This design comes from an exercise in tuning for small area, a short achievable clock period and few clock cycles per item on the open sky130 flow, not from production work.
In this exercise RTL edits were held to simulation tests only and were not proved equivalent to the original.
Power is estimated from default activity; no workload was simulated.

===== design.v =====
module byte_memory_ctrl #(
    parameter int    DEPTH     = 64,
    parameter int    ADDR_W    = 32,
    parameter int    LATENCY   = 1
) (
    input  logic              clk,
    input  logic              rst_n,
    input  logic              req_valid,
    output logic              req_ready,
    input  logic              req_write,
    input  logic [1:0]        req_size,
    input  logic              req_unsigned,
    input  logic [ADDR_W-1:0] req_addr,
    input  logic [31:0]       req_wdata,
    output logic              resp_valid,
    output logic              resp_err,
    output logic [31:0]       resp_rdata
);
    localparam int IDX_W = $clog2(DEPTH);
    localparam int ROWS  = DEPTH / 4;
    localparam int ROW_W = IDX_W - 2;
    logic              s1_valid;
    logic              s1_err;
    logic              s1_write;
    logic [1:0]        s1_size;
    logic              s1_uns;
    logic [IDX_W-1:0]  s1_addr;
    logic [31:0]       s1_wdata;
    logic              w_err;
    assign w_err = (req_size == 2'b11) ||
                   ((req_size == 2'b01) && req_addr[0]) ||
                   ((req_size == 2'b10) && (req_addr[1:0] != 2'b00)) ||
                   (|req_addr[ADDR_W-1:IDX_W]);
    always_ff @(posedge clk) begin
        s1_valid <= rst_n & req_valid;
        s1_err   <= w_err;
        s1_write <= req_write;
        s1_size  <= req_size;
        s1_uns   <= req_unsigned;
        s1_addr  <= req_addr[IDX_W-1:0];
        s1_wdata <= req_wdata;
    end
    assign req_ready = 1'b1;
    logic [31:0] r_mem [ROWS];       
    logic [ROW_W-1:0] w_row;
    logic [1:0]       w_off;
    logic [3:0]       w_lane_we;
    logic [31:0]      w_lane_data;
    logic             w_we;
    assign w_row = s1_addr[IDX_W-1:2];
    assign w_off = s1_addr[1:0];
    assign w_we  = s1_valid & s1_write & ~s1_err;
    always_comb begin
        w_lane_we   = 4'b0000;
        w_lane_data = {4{s1_wdata[7:0]}};
        case (s1_size)
            2'b00: w_lane_we = 4'b1000 >> w_off;
            2'b01: begin
                w_lane_we   = w_off[1] ? 4'b0011 : 4'b1100;
                w_lane_data = {2{s1_wdata[15:0]}};
            end
            default: begin
                w_lane_we   = 4'b1111;
                w_lane_data = s1_wdata;
            end
        endcase
    end
    always_ff @(posedge clk) begin
        for (int r = 0; r < ROWS; r++) begin
            for (int l = 0; l < 4; l++) begin
                if (w_we && (w_row == ROW_W'(r)) && w_lane_we[3-l])
                    r_mem[r][31-8*l -: 8] <= w_lane_data[31-8*l -: 8];
            end
        end
    end
    logic [31:0] w_word;
    logic [7:0]  w_b0, w_b1;
    logic        w_fill;
    logic [31:0] w_load;
    assign w_word = r_mem[w_row];
    always_comb begin
        w_b1 = w_word[7:0];
        case (w_off)
            2'b00: w_b0 = w_word[31:24];
            2'b01: w_b0 = w_word[23:16];
            2'b10: w_b0 = w_word[15:8];
            default: w_b0 = w_word[7:0];
        endcase
        if (!w_off[1]) w_b1 = w_word[23:16];
    end
    always_comb begin
        w_fill = ~s1_uns & w_b0[7];
        case (s1_size)
            2'b00:   w_load = {{24{w_fill}}, w_b0};
            2'b01:   w_load = {{16{w_fill}}, w_b0, w_b1};
            default: w_load = w_word;
        endcase
    end
    logic        r_resp_valid;
    logic        r_resp_err;
    logic [31:0] r_resp_rdata;
    always_ff @(posedge clk) begin
        r_resp_valid <= rst_n & s1_valid;
        r_resp_err   <= s1_err;
        r_resp_rdata <= (s1_err || s1_write) ? 32'd0 : w_load;
    end
    assign resp_valid = r_resp_valid;
    assign resp_err   = r_resp_err;
    assign resp_rdata = r_resp_rdata;
endmodule

===== run.sh =====
#!/bin/bash
# synth_recipe.tcl (not shown) runs the flow's synth.tcl, then flattens the netlist and writes it again
# the make line also repeats each setting of config.mk as NAME=value (left out here)
make -C /OpenROAD-flow-scripts/flow DESIGN_CONFIG=/design/flow/config.mk WORK_HOME=/design/flow/orfs CLKGATE_MAP_FILE= SYNTH_SCRIPT=/design/flow/synth_recipe.tcl finish

===== config.mk =====
export PLATFORM = sky130hd
export DESIGN_NAME = byte_memory_ctrl
export DESIGN_NICKNAME = byte_memory_ctrl
export VERILOG_FILES = /design/flow/design.v
export SDC_FILE = /design/flow/constraint.sdc
export NUM_CORES = 4
export LEC_CHECK = 0
export CAP_MARGIN = 20
export CORE_MARGIN = 2
export CORE_UTILIZATION = 20
export GPL_ROUTABILITY_DRIVEN = 1
export PLACE_DENSITY = 0.4
export SLEW_MARGIN = 20

===== constraint.sdc =====
create_clock -name core_clock -period 10.0 [get_ports {clk}]
set_input_delay 2.0000 -clock core_clock [delete_from_list [all_inputs] [get_ports {clk}]]
set_output_delay 2.0000 -clock core_clock [all_outputs]
set_load 0.01 [all_outputs]

==> results.cfg, run 1 <==
[synthesis]
synthFlopType = edfxtp_1
synthCells = 1523
ys_types = 76
ys_async_sr_fraction_pct = 0
ys_seq_area_share_pct = 72.89
synth_area_per_cell_um2 = 15.26
synth_fp_nets = 1594
synth-edff-count = 512
synthesis.area_um2 = 23240
ys.warnings.count = 2
ys_seq_elements = 590

[sta]
finalCritPeriodShare_pct = 46.02
fin_ws_ns = 5.398
setup_viol = 0
rsz0062_at_grt = no
hold_slack_ns = 0.3961
fin_crit_ns = 4.602
clock_skew_ns = 0.03142
maxSlewHeadroom_pct = 20.07
hold_violations = 0
tightest_slew_ns = 1.199
fin_tns_setup_ns = 0
slew_viol_final = 0
fmax_ghz = 0.2173

[power_and_ir_drop]
power.density_nw_per_um2 = 197.5
peakVddDrop_v = 0.00009190
p_leak_nw = 9.106

[layout]
final_cell_mix = edfxtp_1 (512), clkdlybuf4s50_1 (104), nor2_1 (85)
layout_commonest_cell = edfxtp_1
n_antenna_cell = 0
num-fill-cells = 11968
postLayoutCellArea_um2 = 28570
drive_gt1_share_pct = 16.63
final_net_count = 1732
syn2layout_area_growth_pct = 22.94

[cts]
cts-root-buf = clkbuf_16
clkLatencyLatePin_ns = 0.62
ctsHoldBuffers = 0
htreeDepth = 3
cts_buffers = 70
cts_sinks = 590
cts_buffer_depth = 3
postCtsResizedCells = 0
post_cts_buffers = 0
clk_pin_slew_ns = 0.06
cts_tree = built

[grt]
grt_first_pass_wirelength_mm = 126.5
grt_antenna_before_repair = 1
grt_max_degree = 116
grt-ovfl-total = 0
grt_pass1_vias = 15181
track_usage_pct = 15.29

[die]
coreArea_um2 = 115700
rows = 125
start_util_pct = 20.08
io_pins = 106
die_width_um = 344.9
die-area_um2 = 118900
die_y_um = 344.9

[detailed_routing]
highest_layer = met4
drtIter0Drc = 1883
wl_mm = 92.77
wl_per_cell_um = 28.65
wl_met1_mm = 40.25
drtAntennaViolNets = 0
met2_length_mm = 44.46
via_count = 15069
vias_per_cell = 4.654
dr.pass1.iters = 6
dr_wl_met3_mm = 5.479
drc_errors = 0

[worst_setup_path]
worst-setup-path-type = flip-flop to flip-flop
cp.arrival_ns = 5.12
crit_path_end_kind = flip-flop
crit_required_ns = 10.52
cp_max_fo = 53
startpoint_type = flip-flop

[job]
drv_cap = 0

[placed_design]
dp_slack_ns = 5.433
place_hpwl_mm = 61.85
placed_area_um2 = 26260
io_buffers = 104
gp_congestion = 0.8623

[min_path]
hp-class = flip-flop to flip-flop

[status]
outcome = finished clean
-- critical path, cell delays in order, from the launching register on --
cell       delay [ns]
dfxtp_4          0.83
buf_4            0.71
nor4bb_4         0.56
buf_4            0.41
a22oi_1          0.11
o2111ai_1        0.16
o22ai_1          0.25
mux4_2           0.57
or3_1            0.58
a21oi_1          0.23
-- cells in the mapped netlist, drive strengths merged, types with 5 or more instances --
cell type	n	area share, %
edfxtp	512	66
nor2	112	1.8
dfxtp	78	6.7
a22oi	72	2.3
nand2	71	1.1
buf	58	1.7
mux2	57	2.8
a21oi	54	1.2
clkbuf	47	0.76
o21ai	42	0.90
mux2i	41	1.8
a22o	23	0.87
nand3	23	0.50
o22ai	23	0.62
a221oi	18	0.68
a32oi	15	0.57
and2	15	0.40
nor2b	14	0.38
nand2b	13	0.35
nor3b	13	0.46
a32o	12	0.52
inv	12	0.19
o211ai	11	0.36
nand3b	10	0.32
o221ai	10	0.38
a31oi	9	0.24
nor4	9	0.24
a222oi	8	0.34
and3	8	0.22
and3b	8	0.30
nor3	8	0.17
o32ai	8	0.30
or3	8	0.22
and4b	7	0.30
or2	7	0.19
a221o	6	0.26
o2bb2ai	6	0.23
o32a	6	0.26
a2111oi	5	0.19
a211o	5	0.19
a211oi	5	0.18
nand4	5	0.13
o2111ai	5	0.19
-- final timing paths --
check / startpoint / to / slack, ns / cells past startpoint
setup / recovery: s1_addr[5] / r_resp_rdata[26] / 5.40 / 9
hold / removal: s1_err / r_resp_err / 0.40 / 0
setup reg to reg: s1_addr[5] / r_resp_rdata[26] / 5.40 / 9
hold reg to reg: s1_err / r_resp_err / 0.40 / 0
-- metrics by stage --
step                      instances  power, mW  utilization (%)
after floorplan                1523      2.939                -
after global placement         3109      3.139            22.62
after detailed placement       3111      3.140            22.69
after CTS                      3236      5.678            24.66
after global routing           3238      5.785            24.68
final                          3238      5.643            24.68
-- flip-flops by register name, indices dropped and copies added (netlist names) --
| register | cells |
|---|---|
| s1_err | 1 |
| r_mem | 512 |
| r_resp_err | 1 |
| r_resp_valid | 1 |
| r_resp_rdata | 32 |
| s1_write | 1 |
| s1_wdata | 32 |
| s1_size | 2 |
| s1_addr | 6 |
| s1_valid | 1 |
| s1_uns | 1 |
-- where the power goes --
group	internal [mW]	total (mW)	switching (mW)	leakage [nW]
Sequential	2.70	2.72	0.0216	5.21
Clock	1.53	2.55	1.02	1.11
Combinational	0.114	0.373	0.259	2.79
-- kinds of logic after synthesis --
| kind of cell | share of synthesized area, % |
|---|---|
| buffers and inverters | 2.644 |
| multiplexers | 4.949 |
| other | 0.01614 |
| flip-flops | 72.89 |
| AND/OR/NAND/NOR | 7.899 |
| AO/OA/AOI/OAI | 11.60 |
-- layer usage --
metal,track usage (%),vias up
met4,4.915,0
met1,20.54,7973
met3,2.441,141
li1,-,6341
met5,0,-
met2,25.12,614
-- cell type report --
type	count	area, µm²	area share (%)
Clock buffer	103	2023	7.082
Sequential cell	590	16950	59.34
Multi-Input combinational cell	816	5827	20.40
Timing Repair Buffer	171	1556	5.449
Tap cell	1524	1907	6.675
Inverter	12	45.04	0.1577
Clock inverter	22	255.2	0.8935
Testbench counts, summed over its fixed seeds: cycles 16,016, items 16,000.
==> run 2, diff against run 1 <==
--- a/config.mk
+++ b/config.mk
@@ -8,6 +8,6 @@
 export CAP_MARGIN = 20
 export CORE_MARGIN = 2
-export CORE_UTILIZATION = 20
+export CORE_UTILIZATION = 60
 export GPL_ROUTABILITY_DRIVEN = 1
-export PLACE_DENSITY = 0.4
+export PLACE_DENSITY = 0.75
 export SLEW_MARGIN = 20
==> run 2 against run 1 <==
Net effect: critical endpoint is now r_resp_rdata[23]; largest cell class unchanged; cell count decreased by 32%; clock power is 9.8% lower; critical path depth decreased by 1; sequential share of layout area is 4.1 points higher; design area is 6.4% lower; synthesized cell count unchanged; combinational power down 9.4%; still clean; highest routed layer unchanged; worst hold slack better by 0.0011 ns; global-route usage is 22 points higher.
==> results.cfg, run 2 <==
[synthesis]
synth_top_area_share_pct = 66.17
synthTopCellsByCount = edfxtp_1 (512), nor2_1 (111), dfxtp_1 (78)
synth_area_per_cell_um2 = 15.26
synth_top_area_cell = edfxtp_1
synthFlopType = edfxtp_1
ys_seq_area_share_pct = 72.89
synth_fp_nets = 1594
ys_seq_elements = 590
synthCells = 1523
synth_area_leaders = edfxtp_1 (66%), dfxtp_1 (6.7%), mux2_2 (2.7%)
ys_async_sr_fraction_pct = 0
ys.warnings.count = 2
synth-edff-count = 512
synthesis.area_um2 = 23240
yosysMostFrequentCell = edfxtp_1
ys_types = 76

[worst_setup_path]
crit_start = s1_addr[2]
r2r_start = s1_addr[2]
critPathTopFamily = simple AND/OR/NAND/NOR gates
crit_buf_inv = 1
crit_chain = buf_4, nor4bb_4, a22oi_1, o2111ai_1, o22ai_1, mux4_2, or3_1, a21oi_1
worst-setup-path-type = flip-flop to flip-flop
crit_path_end_kind = flip-flop
cpPeakStageDelay_ns = 1.07
cp_slowest_cell = nor4bb_4
startpoint_type = flip-flop
cp_max_fo = 68
crit_required_ns = 10.54
cp.arrival_ns = 5.23

[min_path]
worstHoldStart = s1_err
hp-class = flip-flop to flip-flop

[cts]
cts_tree = built
post_cts_buffers = 0
clk_pin_slew_ns = 0.06
postCtsResizedCells = 0
clkLatencyLatePin_ns = 0.63
htreeDepth = 2
ctsHoldBuffers = 0
cts_buffers = 57
cts_sinks = 590
cts-root-buf = clkbuf_16
cts_buffer_depth = 3

[sta]
fin_ws_ns = 5.310
hold_violations = 0
clock_skew_ns = 0.03413
fin_tns_setup_ns = 0
fmax_ghz = 0.2132
rsz0062_at_grt = no
fin_crit_ns = 4.690
finalCritPeriodShare_pct = 46.90
setup_viol = 0
maxSlewHeadroom_pct = 19.10
tightest_slew_ns = 1.209
slew_viol_final = 0

[placed_design]
dp_slack_ns = 5.516
gp_congestion = 1.023
place_hpwl_mm = 48.83
io_buffers = 104

[layout]
reg_top3 = r_mem (512), r_resp_rdata (32), s1_wdata (32)
layout_commonest_cell = edfxtp_1
largest_reg_flops = 512
final_cell_mix = edfxtp_1 (512), clkdlybuf4s50_1 (104), nor2_1 (103)
num-fill-cells = 2542
multiInputGateArea_um2 = 5739
regArea_um2 = 16950
final_net_count = 1690
drive_gt1_share_pct = 13.68
syn2layout_area_growth_pct = 15.02
regMostFlops = r_mem

[die]
die_y_um = 200.8
io_pins = 106
die_width_um = 200.8
coreArea_um2 = 38470
start_util_pct = 60.41
die-area_um2 = 40320
rows = 72

[detailed_routing]
drc_errors = 0
vias_per_cell = 7.190
dr.pass1.iters = 8
wl_mm = 75.45
drtIter0Drc = 3216
wl_per_cell_um = 34.52
drtAntennaViolNets = 0
via_count = 15718

[grt]
track_usage_pct = 37.43
use_met3_pct = 11.30
grt-ovfl-total = 0
grt_pass1_vias = 15023
grt_antenna_before_repair = 1
use_met2_pct = 54.35
grt_max_degree = 70
grt_first_pass_wirelength_mm = 107.2
grt-busiest-layer = met2
grt.met1_usage_pct = 51.66

[power_and_ir_drop]
pwr-share-comb_pct = 6.3
p_sw_share_pct = 22.06
seqPwrFrac_pct = 50.8
clockPowerShare_pct = 42.9
intPower_mw = 4.175
power.density_nw_per_um2 = 200.5
p_leak_nw = 8.824
peakVddDrop_v = 0.0001409
switchingPower_mw = 1.182

[status]
outcome = finished clean

[job]
drv_cap = 0
-- run 2: cell counts after synthesis --
Identical to the previous run, type by type.
-- run 2: kinds of logic after synthesis --
logic type             synth area share [%]
DFF                                   72.89
muxes                                 4.949
other                               0.01614
and+or+nand+nor                       7.899
AOI/OAI and AO/OA                     11.60
buffers and inverters                 2.644
-- run 2: stage by stage --
step / instance area, µm² / utilization, % / total power, mW / instances / hold WS [ns]
finish: 26730 / 69.48 / 5.357 / 2186 / 0.3972
global route: 26720 / 69.47 / 5.456 / 2185 / 0.4060
CTS: 26700 / 69.42 / 5.331 / 2185 / 0.3954
detailed placement: 24690 / 64.18 / 3.092 / 2078 / 0.3814
global placement: 24680 / 64.17 / 3.089 / 2078 / 0.3695
floorplan: 23240 / - / 2.939 / 1523 / 0.3589
-- run 2: routing by layer --
metal  part of all wire (%)  wire length [µm]  vias to the layer above
met3                     16             11810                      301
met5                      0                 0                        -
met4                    6.1              4580                        0
met2                     43             32570                     1549
met1                     35             26500                     7604
li1                       -                 -                     6264
-- run 2: path summary, 6_finish.rpt --
check / endpoint / slack [ns] / cells past startpoint
hold reg to reg: r_resp_err / 0.40 / 0
setup reg to reg: r_resp_rdata[23] / 5.31 / 8
hold / removal: r_resp_err / 0.40 / 0
setup / recovery: r_resp_rdata[23] / 5.31 / 8
-- run 2: area by class of cell --
class / count / area share, %
clock inverters: 35 / 1.479
multi-input cells: 816 / 21.47
well taps: 518 / 2.425
inverters: 12 / 0.1685
clock buffers: 72 / 6.049
repair buffers: 142 / 4.963
diodes: 1 / 0.009363
flip-flops and latches: 590 / 63.43
-- run 2: worst register-to-register path, delay by kind of cell (launching register included) --
kind / cells / cell delay (ns)
buffers and inverters: 1 / 0.83
muxes: 1 / 0.56
and+or+nand+nor: 2 / 1.68
DFF: 1 / 0.71
AOI/OAI and AO/OA: 4 / 0.84
-- run 2: power by group through the flow --
stage | combinational [mW] | sequential [mW] | clock [mW]
after floorplan | 0.184 | 2.76 | 0
after global placement | 0.314 | 2.77 | 0
after detailed placement | 0.318 | 2.77 | 0
after CTS | 0.320 | 2.72 | 2.29
after global routing | 0.343 | 2.72 | 2.39
final | 0.338 | 2.72 | 2.30
==> run 3, diff against run 2 <==
--- a/config.mk
+++ b/config.mk
@@ -6,7 +6,10 @@
 export NUM_CORES = 4
 export LEC_CHECK = 0
+export ABC_CLOCK_PERIOD_IN_PS = 3000
 export CAP_MARGIN = 20
 export CORE_MARGIN = 2
 export CORE_UTILIZATION = 60
+export CTS_CLUSTER_DIAMETER = 60
+export CTS_CLUSTER_SIZE = 30
 export GPL_ROUTABILITY_DRIVEN = 1
 export PLACE_DENSITY = 0.75
==> run 3 against run 2 <==
Net effect: worst hold slack improved by 0.0036 ns; fmax down 0.72%; sequential share of layout area up 1.8 points; clock skew fell by 0.0083 ns; combinational power about the same.
==> results.cfg, run 3 <==
[layout]
syn2layout_area_growth_pct = 11.86
final_cell_mix = edfxtp_1 (512), clkdlybuf4s50_1 (104), nor2_1 (103)
n_antenna_cell = 0
regMostFlops = r_mem
postLayoutCellArea_um2 = 25990
drive_gt1_share_pct = 12.31
largest_reg_flops = 512
reg_top3 = r_mem (512), r_resp_rdata (32), s1_wdata (32)
layout_commonest_cell = edfxtp_1
final_net_count = 1670

[sta]
fin_crit_ns = 4.723
setup_viol = 0
hold_violations = 0
clock_skew_ns = 0.02587
fin_tns_setup_ns = 0
fmax_ghz = 0.2117
tightest_slew_ns = 1.200
slew_viol_final = 0
rsz0062_at_grt = no
maxSlewHeadroom_pct = 19.85
finalCritPeriodShare_pct = 47.23

[detailed_routing]
drtAntennaViolNets = 0
wl_per_cell_um = 34.82
vias_per_cell = 7.222
wl_mm = 74.62
drc_errors = 0
via_count = 15477
dr.pass1.iters = 7
drtIter0Drc = 3283

[synthesis]
synth_area_leaders = edfxtp_1 (66%), dfxtp_1 (6.7%), mux2_2 (2.7%)
ys_async_sr_fraction_pct = 0
synthFlopType = edfxtp_1
synthesis.area_um2 = 23240
synth_area_per_cell_um2 = 15.26
yosysMostFrequentCell = edfxtp_1
synth-edff-count = 512
ys.warnings.count = 2
synth_top_area_share_pct = 66.17
synth_top_area_cell = edfxtp_1
synthTopCellsByCount = edfxtp_1 (512), nor2_1 (111), dfxtp_1 (78)
ys_types = 76
synthCells = 1523
ys_seq_area_share_pct = 72.89
ys_seq_elements = 590
synth_fp_nets = 1594

[grt]
grt_pass1_vias = 14681
track_usage_pct = 37.01
grt-ovfl-total = 0
grt_first_pass_wirelength_mm = 105.8
grt_antenna_before_repair = 0
grt_max_degree = 70

[worst_setup_path]
crit_path_end_kind = flip-flop
r2r_start = s1_addr[2]
cp_max_fo = 68
startpoint_type = flip-flop
worst-setup-path-type = flip-flop to flip-flop
reg2reg_to = r_resp_rdata[21]
cp.arrival_ns = 5.22
crit_start = s1_addr[2]
regToRegSetupSlack_ns = 5.28
reg2reg_depth = 8
crit_required_ns = 10.50

[cts]
ctsHoldBuffers = 0
cts-root-buf = clkbuf_16
htreeDepth = 2
post_cts_buffers = 0
clk_pin_slew_ns = 0.09
cts_buffers = 36
clkLatencyLatePin_ns = 0.59
cts_tree = built
cts_sinks = 590
postCtsResizedCells = 0
cts_buffer_depth = 3

[min_path]
worstHoldPathCells = 0
hold-path-endpoint = r_resp_err
hp-class = flip-flop to flip-flop
worstHoldStart = s1_err

[die]
die_width_um = 200.8
io_pins = 106
rows = 72
die-area_um2 = 40320
start_util_pct = 60.41
die_y_um = 200.8
coreArea_um2 = 38470

[power_and_ir_drop]
clockPowerShare_pct = 35.5
peakVddDrop_v = 0.0001425
power.density_nw_per_um2 = 182.4
p_sw_share_pct = 24.72
total_power_mw = 4.741
seqPwrFrac_pct = 57.4
switchingPower_mw = 1.172
p_leak_nw = 8.451
pwr-share-comb_pct = 7.1
intPower_mw = 3.569

[placed_design]
placed_area_um2 = 24690
io_buffers = 104
gp_congestion = 1.023
place_hpwl_mm = 48.83

[status]
outcome = finished clean

[job]
drv_cap = 0
## run 3: final cells by class
| cell class | instances | area [µm²] |
|---|---|---|
| Clock inverter | 24 | 334.1 |
| Timing Repair Buffer | 143 | 1334 |
| Inverter | 12 | 45.04 |
| Multi-Input combinational cell | 816 | 5739 |
| Tap cell | 518 | 648.1 |
| Clock buffer | 40 | 938.4 |
| Fill cell | 2640 | 12480 |
| Sequential cell | 590 | 16950 |
## run 3: per-stage QoR
stage | util (%) | hold slack [ns] | setup WS [ns] | instances
floorplan | - | 0.3589 | 7.250 | 1523
global placement | 64.17 | 0.3695 | 5.627 | 2078
detailed placement | 64.18 | 0.3814 | 5.516 | 2078
CTS | 67.49 | 0.4018 | 5.496 | 2142
global route | 67.57 | 0.4109 | 5.260 | 2143
finish | 67.57 | 0.4008 | 5.277 | 2143
## run 3: worst max-delay path by stage
stage | cells after the start | end | slack (ns)
after floorplan | 12 | r_resp_rdata[10] | 7.25
after global placement | 8 | r_resp_rdata[17] | 5.63
after detailed placement | 8 | r_resp_rdata[23] | 5.52
after CTS | 8 | r_resp_rdata[23] | 5.50
after global routing | 8 | r_resp_rdata[23] | 5.26
final | 8 | r_resp_rdata[21] | 5.28
## run 3: worst max-delay path, cell delays in order, from the launching register on
cell and delay (ns):
dfxtp_4 0.72, buf_4 0.82, nor4bb_4 1.07, a22oi_1 0.18
o2111ai_1 0.22, o22ai_1 0.22, mux4_2 0.56, or3_1 0.56
a21oi_1 0.24
## run 3: layer usage
metal | track usage [%] | share of wire [%]
met5 | 0.3571 | 0
met4 | 17.35 | 5.5
met3 | 11.12 | 16
met2 | 54.66 | 44
met1 | 50.96 | 35
## run 3: power by group through the flow
stage	Clock, mW	Combinational (mW)	Sequential, mW
6_report	1.69	0.336	2.72
5_1_grt	1.76	0.343	2.72
4_1_cts	1.67	0.319	2.72
3_5_place_dp	0	0.318	2.77
3_3_place_gp	0	0.314	2.77
2_1_floorplan	0	0.184	2.76
## run 3: logic make-up (layout without fill, tap and decap cells)
group                  Yosys count  after routing  synth area share, %
AO/OA/AOI/OAI                  366            366                11.60
multiplexers                   102            102                4.949
flip-flops                     590            590                72.89
AND/OR/NAND/NOR                347            347                7.899
other                            1              1              0.01614
buffers and inverters          117            219                2.644

==> separate check: timing with driven ports <==
In the flow no input, the clock included, has a driving cell. The finished layouts below were timed again as built, in two steps.
Step 1, drivers: a clkbuf_16 drives clk and a buf_2 each remaining input, both assumed.
Step 2 also shifts input and output timing later by t, the mid clock arrival at the registers, as if the neighbouring blocks saw the same clock.
a / b / c = no drivers / after step 1 / after step 2; a / b = the first two.
| run | shift t [ns] | slack for setup (ns) | worst setup path after step 2 | slew at the worst register clock pin (ns) | pins driven straight from the clock port |
|---|---|---|---|---|---|
| run 1 | 0.671 | 5.398 / 5.398 / 5.398 | register to register | 0.06 / 0.06 | 1 |
| run 2 | 0.673 | 5.310 / 5.310 / 5.310 | register to register | 0.07 / 0.07 | 1 |
| run 3 | 0.637 | 5.277 / 5.277 / 5.277 | register to register | 0.10 / 0.10 | 1 |
After both steps every run listed still meets setup and hold.
